This design comes from an exercise in tuning for small area, a short achievable clock period and few clock cycles per item on the open sky130 flow, not from production work.
At most, simulation tests tie the RTL to the original design; equivalence was not proved.
Power is estimated from default activity; no workload was simulated.

## preemptive_priority_scheduler
module preemptive_priority_scheduler(
   input  wire              clock,
   input  wire              reset,
   input  wire              start,
   output logic             busy,
   input  wire [32:0]       req_data,
   output logic             rsp_valid,
   output logic [105:0]     rsp_data
);
   localparam int N = 16;
   function automatic logic [31:0] add32(input logic [31:0] a, input logic [31:0] b,
                                         input logic cin);
      logic [31:0] p, g, p0;
      p0 = a ^ b;
      p  = p0;
      g  = a & b;
      g[0] = g[0] | (p[0] & cin);
      for (int d = 1; d < 32; d = d * 2) begin
         for (int i = 31; i >= d; i--) begin
            g[i] = g[i] | (p[i] & g[i-d]);
            p[i] = p[i] & p[i-d];
         end
      end
      add32[0] = p0[0] ^ cin;
      for (int i = 1; i < 32; i++) add32[i] = p0[i] ^ g[i-1];
   endfunction
   function automatic logic [1:0] cmp8(input logic [7:0] a, input logic [7:0] b);
      logic [7:0] lt, eq;
      lt = ~a & b;
      eq = ~(a ^ b);
      for (int d = 1; d < 8; d = d * 2) begin
         for (int i = 0; i < 8; i += 2 * d) begin
            lt[i] = lt[i+d] | (eq[i+d] & lt[i]);
            eq[i] = eq[i+d] & eq[i];
         end
      end
      cmp8 = {lt[0], eq[0]};
   endfunction
  ...
clock: 6.0 ns
lec_check: 0
cap_margin: 20
core_margin: 2
core_utilization: 55
cts_cluster_diameter: 80
cts_cluster_size: 25
setup_slack_margin: 2.8
slew_margin: 20
run.sh (not shown) runs the stock make flow with config.mk's settings and CLKGATE_MAP_FILE= SYNTH_SCRIPT=/design/flow/synth_recipe.tcl, a recipe that flattens the netlist after the stock synthesis.
Testbench counts at the start, summed over its fixed seeds: cycles 12,018, beats 12,000.
==> next run, changes <==
--- a/flow/design.v
+++ b/flow/design.v
@@ -53,32 +53,37 @@
    logic        zb_ff;              
    logic        tk_ff;              
    logic [31:0] req_ff;
    logic [N-1:0] nb_ff;             
    wire [7:0]   r_id    = req_ff[31:24];
    wire [7:0]   r_pri   = req_ff[23:16];
    wire [15:0]  r_burst = req_ff[15:0];
    logic [N-1:0] valid_ff;
+   logic [N-1:0] free_ff;           
+   logic         full_ff;
    logic         m_ff     [0:N-1][0:N-1];
    logic [7:0]   id_ff    [0:N-1];
    logic [7:0]   pri_ff   [0:N-1];
    logic [31:0]  arr_ff   [0:N-1];
    logic [15:0]  rem_ff   [0:N-1];
    logic [15:0]  bur_ff   [0:N-1];
    logic [31:0]  now_ff;
    logic         dirty_ff;          
    logic [N-1:0] scan_ff;           
    logic [N-1:0] scanp_ff;          
    logic         scan_done_ff;
    logic [N-1:0] abeat_ff;          
    logic         bt [0:N-1][0:N-1];     
    logic [N-1:0] win, one;
    logic [N-1:0] below_free;            
    logic [N-1:0] free1h;
+   logic [N-1:0] below_free2;           
+   logic [N-1:0] free2;                 
+   logic [N-1:0] above_free;            
    always_comb begin
       for (int i = 0; i < N; i++) begin
          for (int j = 0; j < N; j++) begin
             bt[i][j] = (i < j) ? m_ff[i][j] : (i > j) ? ~m_ff[j][i] : 1'b1;
          end
       end
       for (int i = 0; i < N; i++) begin
          win[i] = valid_ff[i];
@@ -88,20 +93,30 @@
       end
       for (int i = 0; i < N; i++) begin
          one[i] = (rem_ff[i] == 16'd1);
       end
       below_free[0] = 1'b0;
       for (int j = 1; j < N; j++) begin
          below_free[j] = below_free[j-1] | ~valid_ff[j-1];
       end
-      free1h = ~valid_ff & ~below_free;
+      free1h = free_ff;
+      below_free2[0] = 1'b0;
+      for (int j = 1; j < N; j++) begin
+         below_free2[j] = below_free2[j-1] | ~(valid_ff[j-1] | free_ff[j-1]);
+      end
+      free2 = ~(valid_ff | free_ff) & ~below_free2;
+      above_free[N-1] = 1'b0;
+      for (int j = N - 2; j >= 0; j--) begin
+         above_free[j] = above_free[j+1] | free_ff[j+1];
+      end
    end
    wire any  = |valid_ff;
-   wire full = &valid_ff;
+   wire full = full_ff;
+   wire win_below_free = |(win & above_free);
    assign busy = adm_ff & dirty_ff & ~scan_done_ff;
    wire do_adm  = adm_ff & ~full & ~busy;
    wire do_tick = tk_ff;
    wire run     = do_tick & any;
    wire fin     = run & |(win & one);
    logic [N-1:0] rsel;
    logic [7:0]   id_r;
    logic [31:0]  arr_r;
@@ -162,26 +177,32 @@
    always_comb begin
       for (int i = 0; i < 32; i++) begin
          now_inc[i] = now_ff[i] ^ &(now_ff | ~((32'd1 << i) - 32'd1));
       end
    end
    always_ff @(posedge clock) begin
       if (reset) begin
          valid_ff     <= '0;
+         free_ff      <= 16'd1;
+         full_ff      <= 1'b0;
          now_ff       <= '0;
          dirty_ff     <= 1'b0;
          scan_ff      <= 16'd1;
          scanp_ff     <= '0;
          scan_done_ff <= 1'b0;
       end else begin
          if (do_adm) begin
             valid_ff <= valid_ff | free1h;
+            free_ff  <= free2;
+            full_ff  <= ~|free2;
          end else if (fin) begin
             valid_ff <= valid_ff & ~win;
+            free_ff  <= (full_ff | win_below_free) ? win : free_ff;
+            full_ff  <= 1'b0;
          end
          if (do_tick) begin
             now_ff <= now_inc;
          end
          if (do_tick && (&now_ff) && any) begin
             dirty_ff <= 1'b1;
          end else if (!any && !do_adm) begin
             dirty_ff <= 1'b0;
Outcome: The new run completed with no timing, DRC or antenna violations; non-clock buffer count increases by 40; setup slack gets worse by 0.022 ns; via count increases by about 2%; count of clock-buffer cells in the layout increases by 4; design area increases by about 1.5%; sequential cell count increases by 17; die area increases by 0.89%.
The RTL of the second run of this note was laid out without a check of its function.

* * *

The RTL this note starts from:
==> flow/design.v <==
`default_nettype none
module preemptive_priority_scheduler(
   input  wire              clock,
   input  wire              reset,
   input  wire              start,
   output logic             busy,
   input  wire [32:0]       req_data,
   output logic             rsp_valid,
   output logic [105:0]     rsp_data
);
   localparam int N = 16;
   function automatic logic [31:0] add32(input logic [31:0] a, input logic [31:0] b,
                                         input logic cin);
      logic [31:0] p, g, p0;
      p0 = a ^ b;
      p  = p0;
      g  = a & b;
      g[0] = g[0] | (p[0] & cin);
      for (int d = 1; d < 32; d = d * 2) begin
         for (int i = 31; i >= d; i--) begin
            g[i] = g[i] | (p[i] & g[i-d]);
            p[i] = p[i] & p[i-d];
         end
      end
      add32[0] = p0[0] ^ cin;
      for (int i = 1; i < 32; i++) add32[i] = p0[i] ^ g[i-1];
   endfunction
   function automatic logic [1:0] cmp8(input logic [7:0] a, input logic [7:0] b);
      logic [7:0] lt, eq;
      lt = ~a & b;
      eq = ~(a ^ b);
      for (int d = 1; d < 8; d = d * 2) begin
         for (int i = 0; i < 8; i += 2 * d) begin
            lt[i] = lt[i+d] | (eq[i+d] & lt[i]);
            eq[i] = eq[i+d] & eq[i];
         end
      end
      cmp8 = {lt[0], eq[0]};
   endfunction
   logic        adm_ff;             
   logic        zb_ff;              
   logic        tk_ff;              
   logic [31:0] req_ff;
   logic [N-1:0] nb_ff;             
   wire [7:0]   r_id    = req_ff[31:24];
   wire [7:0]   r_pri   = req_ff[23:16];
   wire [15:0]  r_burst = req_ff[15:0];
   logic [N-1:0] valid_ff;
   logic         m_ff     [0:N-1][0:N-1];
   logic [7:0]   id_ff    [0:N-1];
   logic [7:0]   pri_ff   [0:N-1];
   logic [31:0]  arr_ff   [0:N-1];
   logic [15:0]  rem_ff   [0:N-1];
   logic [15:0]  bur_ff   [0:N-1];
   logic [31:0]  now_ff;
   logic [15:0]  cur_rem_ff;        
   logic         dirty_ff;          
   logic [4:0]   scan_ff;           
   logic         scan_done_ff;
   logic [N-1:0] abeat_ff;          
   logic         bt [0:N-1][0:N-1];     
   logic [N-1:0] win, sec;
   logic [N-1:0] below_free;            
   logic [N-1:0] free1h;
   always_comb begin
      for (int i = 0; i < N; i++) begin
         for (int j = 0; j < N; j++) begin
            bt[i][j] = (i < j) ? m_ff[i][j] : (i > j) ? ~m_ff[j][i] : 1'b1;
         end
      end
      for (int i = 0; i < N; i++) begin
         win[i] = valid_ff[i];
         for (int j = 0; j < N; j++) begin
            if (j != i) win[i] = win[i] & (~valid_ff[j] | bt[i][j]);
         end
      end
      for (int i = 0; i < N; i++) begin
         sec[i] = valid_ff[i] & ~win[i];
         for (int j = 0; j < N; j++) begin
            if (j != i) sec[i] = sec[i] & (~valid_ff[j] | win[j] | bt[i][j]);
         end
      end
      below_free[0] = 1'b0;
      for (int j = 1; j < N; j++) begin
         below_free[j] = below_free[j-1] | ~valid_ff[j-1];
      end
      free1h = ~valid_ff & ~below_free;
   end
   wire any  = |valid_ff;
   wire full = &valid_ff;
   assign busy = adm_ff & dirty_ff & ~scan_done_ff;
   wire do_adm  = adm_ff & ~full & ~busy;
   wire do_tick = tk_ff;
   wire run     = do_tick & any;
   wire fin     = run & (cur_rem_ff == 16'd1);
   wire beats_w = ~any | |(win & nb_ff);
   logic [N-1:0] rsel;
   logic [15:0]  rem_s;
   logic [7:0]   id_r;
   logic [31:0]  arr_r;
   logic [15:0]  bur_r;
   always_comb begin
      rsel = win;
      if (busy) begin
         rsel = '0;
         rsel[scan_ff[3:0]] = ~scan_ff[4];
      end
      rem_s = '0;
      id_r  = '0;
      arr_r = '0;
      bur_r = '0;
      for (int j = 0; j < N; j++) begin
         rem_s = rem_s | (rem_ff[j] & {16{sec[j]}});
         id_r  = id_r  | (id_ff[j]  & {8{rsel[j]}});
         arr_r = arr_r | (arr_ff[j] & {32{rsel[j]}});
         bur_r = bur_r | (bur_ff[j] & {16{rsel[j]}});
      end
   end
   logic [15:0] cur_dec;
   always_comb begin
      for (int i = 0; i < 16; i++) begin
         cur_dec[i] = cur_rem_ff[i] ^ ~|(cur_rem_ff & ((16'd1 << i) - 16'd1));
      end
   end
   wire [15:0] wd_rem = tk_ff ? cur_dec : r_burst;
   logic [31:0] r1_arr;
   wire [3:0] scan_k = scan_ff[3:0] - 4'd1;
   wire       scan_abeat = (now_ff < r1_arr) ||
                           ((now_ff == r1_arr) && below_free[scan_k]);
   wire       scan_cmp = busy && (scan_ff != 5'd0) && (scan_ff <= 5'd16);
   always_ff @(posedge clock) begin
      for (int j = 0; j < N; j++) begin
         if (do_adm && free1h[j]) begin
            id_ff[j]  <= r_id;
            pri_ff[j] <= r_pri;
            arr_ff[j] <= now_ff;
            bur_ff[j] <= r_burst;
         end
         if ((do_adm && free1h[j]) || (run && win[j])) begin
            rem_ff[j] <= wd_rem;
         end
         if (scan_cmp && scan_k == 4'(j)) begin
            abeat_ff[j] <= scan_abeat;
         end
      end
      for (int i = 0; i < N; i++) begin
         for (int j = i + 1; j < N; j++) begin
            if (do_adm && free1h[i]) begin
               m_ff[i][j] <= nb_ff[j];
            end else if (do_adm && free1h[j]) begin
               m_ff[i][j] <= ~nb_ff[i];
            end
         end
      end
      if (run) begin
         cur_rem_ff <= fin ? rem_s : cur_dec;
      end else if (do_adm && beats_w) begin
         cur_rem_ff <= r_burst;
      end
   end
   logic [31:0] now_inc;
   always_comb begin
      for (int i = 0; i < 32; i++) begin
         now_inc[i] = now_ff[i] ^ &(now_ff | ~((32'd1 << i) - 32'd1));
      end
   end
   always_ff @(posedge clock) begin
      if (reset) begin
         valid_ff     <= '0;
         now_ff       <= '0;
         dirty_ff     <= 1'b0;
         scan_ff      <= '0;
         scan_done_ff <= 1'b0;
      end else begin
         if (do_adm) begin
            valid_ff <= valid_ff | free1h;
         end else if (fin) begin
            valid_ff <= valid_ff & ~win;
         end
         if (do_tick) begin
            now_ff <= now_inc;
         end
         if (do_tick && (&now_ff) && any) begin
            dirty_ff <= 1'b1;
         end else if (!any && !do_adm) begin
            dirty_ff <= 1'b0;
         end
         if (busy) begin
            scan_ff      <= scan_ff + 5'd1;
            scan_done_ff <= (scan_ff == 5'd17);
         end else begin
            scan_ff      <= '0;
            scan_done_ff <= 1'b0;
         end
      end
   end
   wire [7:0] c_pri = busy ? r_pri : req_data[23:16];
   wire [1:0] c_new  = cmp8(c_pri, r_pri);
   wire       nb_new = c_new[1];
   logic [1:0] c_slot [0:N-1];
   always_comb begin
      for (int j = 0; j < N; j++) c_slot[j] = cmp8(c_pri, pri_ff[j]);
   end
   always_ff @(posedge clock) begin
      if (reset) begin
         adm_ff <= 1'b0;
         zb_ff  <= 1'b0;
         tk_ff  <= 1'b0;
      end else if (!busy) begin
         adm_ff <= start & ~req_data[32] & (req_data[15:0] != 16'd0);
         zb_ff  <= start & ~req_data[32] & (req_data[15:0] == 16'd0);
         tk_ff  <= start & req_data[32];
      end
      if (!busy) begin
         req_ff <= req_data[31:0];
      end
      for (int j = 0; j < N; j++) begin
         nb_ff[j] <= free1h[j] ? nb_new :
                     (c_slot[j][1] | (c_slot[j][0] & dirty_ff & abeat_ff[j]));
      end
   end
   logic        r1_v, r2_v;
   logic [1:0]  r1_kind;
   logic [7:0]  r1_id;
   logic [15:0] r1_bur;
   logic [105:0] r2_data;
   wire adm_rsp = zb_ff | (adm_ff & full & ~busy);
   wire [31:0] nbx = ~{16'd0, r1_bur};
   wire [31:0] na  = ~r1_arr;
   wire [31:0] cs_s = now_ff ^ na ^ nbx;
   wire [31:0] cs_c = (now_ff & na) | (now_ff & nbx) | (na & nbx);
   wire [31:0] tat  = add32(now_ff, na, 1'b1);
   wire [31:0] wt   = add32(cs_s, {cs_c[30:0], 1'b1}, 1'b1);
   always_ff @(posedge clock) begin
      if (reset) begin
         r1_v <= 1'b0;
         r2_v <= 1'b0;
      end else begin
         r1_v <= adm_rsp | fin;
         r2_v <= r1_v;
      end
      r1_kind <= tk_ff ? 2'd0 : (zb_ff ? 2'd2 : 2'd1);
      r1_id   <= tk_ff ? id_r : r_id;
      r1_arr  <= arr_r;
      r1_bur  <= bur_r;
      if (r1_kind == 2'd0) begin
         r2_data <= {r1_kind, r1_id, now_ff, tat, wt};
      end else begin
         r2_data <= {r1_kind, r1_id, 96'd0};
      end
   end
   assign rsp_valid = r2_v;
   assign rsp_data  = r2_data;
endmodule
`default_nettype wire
clock: 6.0 ns
lec_check: 0
cap_margin: 20
core_margin: 2
core_utilization: 55
cts_cluster_diameter: 80
cts_cluster_size: 25
setup_slack_margin: 2.5
slew_margin: 20
The first run finished clean.
==> next run, changes <==
--- a/flow/design.v
+++ b/flow/design.v
@@ -34,12 +34,24 @@
             lt[i] = lt[i+d] | (eq[i+d] & lt[i]);
             eq[i] = eq[i+d] & eq[i];
          end
       end
       cmp8 = {lt[0], eq[0]};
    endfunction
+   function automatic logic [1:0] cmp32(input logic [31:0] a, input logic [31:0] b);
+      logic [31:0] lt, eq;
+      lt = ~a & b;
+      eq = ~(a ^ b);
+      for (int d = 1; d < 32; d = d * 2) begin
+         for (int i = 0; i < 32; i += 2 * d) begin
+            lt[i] = lt[i+d] | (eq[i+d] & lt[i]);
+            eq[i] = eq[i+d] & eq[i];
+         end
+      end
+      cmp32 = {lt[0], eq[0]};
+   endfunction
    logic        adm_ff;             
    logic        zb_ff;              
    logic        tk_ff;              
    logic [31:0] req_ff;
    logic [N-1:0] nb_ff;             
    wire [7:0]   r_id    = req_ff[31:24];
@@ -50,19 +62,18 @@
    logic [7:0]   id_ff    [0:N-1];
    logic [7:0]   pri_ff   [0:N-1];
    logic [31:0]  arr_ff   [0:N-1];
    logic [15:0]  rem_ff   [0:N-1];
    logic [15:0]  bur_ff   [0:N-1];
    logic [31:0]  now_ff;
-   logic [15:0]  cur_rem_ff;        
    logic         dirty_ff;          
    logic [4:0]   scan_ff;           
    logic         scan_done_ff;
    logic [N-1:0] abeat_ff;          
    logic         bt [0:N-1][0:N-1];     
-   logic [N-1:0] win, sec;
+   logic [N-1:0] win, one;
    logic [N-1:0] below_free;            
    logic [N-1:0] free1h;
    always_comb begin
       for (int i = 0; i < N; i++) begin
          for (int j = 0; j < N; j++) begin
             bt[i][j] = (i < j) ? m_ff[i][j] : (i > j) ? ~m_ff[j][i] : 1'b1;
@@ -72,16 +83,13 @@
          win[i] = valid_ff[i];
          for (int j = 0; j < N; j++) begin
             if (j != i) win[i] = win[i] & (~valid_ff[j] | bt[i][j]);
          end
       end
       for (int i = 0; i < N; i++) begin
-         sec[i] = valid_ff[i] & ~win[i];
-         for (int j = 0; j < N; j++) begin
-            if (j != i) sec[i] = sec[i] & (~valid_ff[j] | win[j] | bt[i][j]);
-         end
+         one[i] = (rem_ff[i] == 16'd1);
       end
       below_free[0] = 1'b0;
       for (int j = 1; j < N; j++) begin
          below_free[j] = below_free[j-1] | ~valid_ff[j-1];
       end
       free1h = ~valid_ff & ~below_free;
@@ -89,58 +97,57 @@
    wire any  = |valid_ff;
    wire full = &valid_ff;
    assign busy = adm_ff & dirty_ff & ~scan_done_ff;
    wire do_adm  = adm_ff & ~full & ~busy;
    wire do_tick = tk_ff;
    wire run     = do_tick & any;
-   wire fin     = run & (cur_rem_ff == 16'd1);
-   wire beats_w = ~any | |(win & nb_ff);
+   wire fin     = run & |(win & one);
    logic [N-1:0] rsel;
-   logic [15:0]  rem_s;
    logic [7:0]   id_r;
    logic [31:0]  arr_r;
    logic [15:0]  bur_r;
    always_comb begin
       rsel = win;
       if (busy) begin
          rsel = '0;
          rsel[scan_ff[3:0]] = ~scan_ff[4];
       end
-      rem_s = '0;
       id_r  = '0;
       arr_r = '0;
       bur_r = '0;
       for (int j = 0; j < N; j++) begin
-         rem_s = rem_s | (rem_ff[j] & {16{sec[j]}});
          id_r  = id_r  | (id_ff[j]  & {8{rsel[j]}});
          arr_r = arr_r | (arr_ff[j] & {32{rsel[j]}});
          bur_r = bur_r | (bur_ff[j] & {16{rsel[j]}});
       end
    end
-   logic [15:0] cur_dec;
-   always_comb begin
-      for (int i = 0; i < 16; i++) begin
-         cur_dec[i] = cur_rem_ff[i] ^ ~|(cur_rem_ff & ((16'd1 << i) - 16'd1));
-      end
-   end
-   wire [15:0] wd_rem = tk_ff ? cur_dec : r_burst;
+   logic [15:0] rem_dec [0:N-1];
+   always_comb begin
+      for (int j = 0; j < N; j++) begin
+         for (int i = 0; i < 16; i++) begin
+            rem_dec[j][i] = rem_ff[j][i] ^ ~|(rem_ff[j] & ((16'd1 << i) - 16'd1));
+         end
+      end
+   end
    logic [31:0] r1_arr;
    wire [3:0] scan_k = scan_ff[3:0] - 4'd1;
-   wire       scan_abeat = (now_ff < r1_arr) ||
-                           ((now_ff == r1_arr) && below_free[scan_k]);
+   wire [1:0] scan_c = cmp32(now_ff, r1_arr);
+   wire       scan_abeat = scan_c[1] | (scan_c[0] & below_free[scan_k]);
    wire       scan_cmp = busy && (scan_ff != 5'd0) && (scan_ff <= 5'd16);
    always_ff @(posedge clock) begin
       for (int j = 0; j < N; j++) begin
          if (do_adm && free1h[j]) begin
             id_ff[j]  <= r_id;
             pri_ff[j] <= r_pri;
             arr_ff[j] <= now_ff;
             bur_ff[j] <= r_burst;
          end
-         if ((do_adm && free1h[j]) || (run && win[j])) begin
-            rem_ff[j] <= wd_rem;
+         if (do_adm && free1h[j]) begin
+            rem_ff[j] <= r_burst;
+         end else if (run && win[j]) begin
+            rem_ff[j] <= rem_dec[j];
          end
          if (scan_cmp && scan_k == 4'(j)) begin
             abeat_ff[j] <= scan_abeat;
          end
       end
       for (int i = 0; i < N; i++) begin
@@ -148,17 +155,12 @@
             if (do_adm && free1h[i]) begin
                m_ff[i][j] <= nb_ff[j];
             end else if (do_adm && free1h[j]) begin
                m_ff[i][j] <= ~nb_ff[i];
             end
          end
-      end
-      if (run) begin
-         cur_rem_ff <= fin ? rem_s : cur_dec;
-      end else if (do_adm && beats_w) begin
-         cur_rem_ff <= r_burst;
       end
    end
    logic [31:0] now_inc;
    always_comb begin
       for (int i = 0; i < 32; i++) begin
          now_inc[i] = now_ff[i] ^ &(now_ff | ~((32'd1 << i) - 32'd1));
Result:
- sequential share of layout area is lower by 1.8 points
- setup slack improved by 0.28 ns
- final area rises by about 2%
- count of clock-buffer cells in the layout goes down by 6
- routed wire length fell by about 12%
- hold slack degrades by 0.014 ns
- area after synthesis goes up by about 4.5%
- global-route usage goes down by 5.4 points
- via count goes up by about 0.4%
- non-clock buffer count fell by 109
- critical path depth rises by 4
- register-to-register slack gains 0.28 ns
- fmax rose by 8.1%
- clock power goes up by 7.3%
Testbench counts after the change, summed over its fixed seeds: cycles 12,018, beats 12,000.
No functional check of the RTL was part of the first run of this note.

## afterwards: timing with drivers on the ports
How much do the figures lean on ideal ports? The routed layouts below were timed once more, with nothing changed but the port constraints.
Step 1: set_driving_cell puts a clkbuf_16 on clock and a buf_2 on each other input, an assumption about the parent block.
Step 2 also shifts input and output timing later by t, the mid clock arrival at the registers, as if the neighbouring blocks saw the same clock.
Slacks: ideal ports / drivers / drivers and shift; pairs: ideal ports / drivers.
| run | t (ns) | setup slack, ns | worst setup path at the end | clock arrival spread, ns | cell pins on the clock port's net |
|---|---|---|---|---|---|
| the first run of note 1 | 0.806 | 2.658 / 2.576 / 2.299 | input to register | 0.033 / 0.033 | 1 |
| the second run of note 1 | 0.807 | 2.636 / 2.636 / 2.177 | input to register | 0.046 / 0.045 | 1 |
| the first run of note 2 | 0.805 | 2.226 / 2.226 / 1.897 | input to register | 0.046 / 0.045 | 1 |
| the second run of note 2 | 0.818 | 2.510 / 2.510 / 1.871 | input to register | 0.044 / 0.043 | 1 |
After both steps every run listed still meets setup and hold. For the second run of note 2, which loses most, drivers alone change the setup slack by 0.000 ns; drivers and shift together by -0.639 ns.
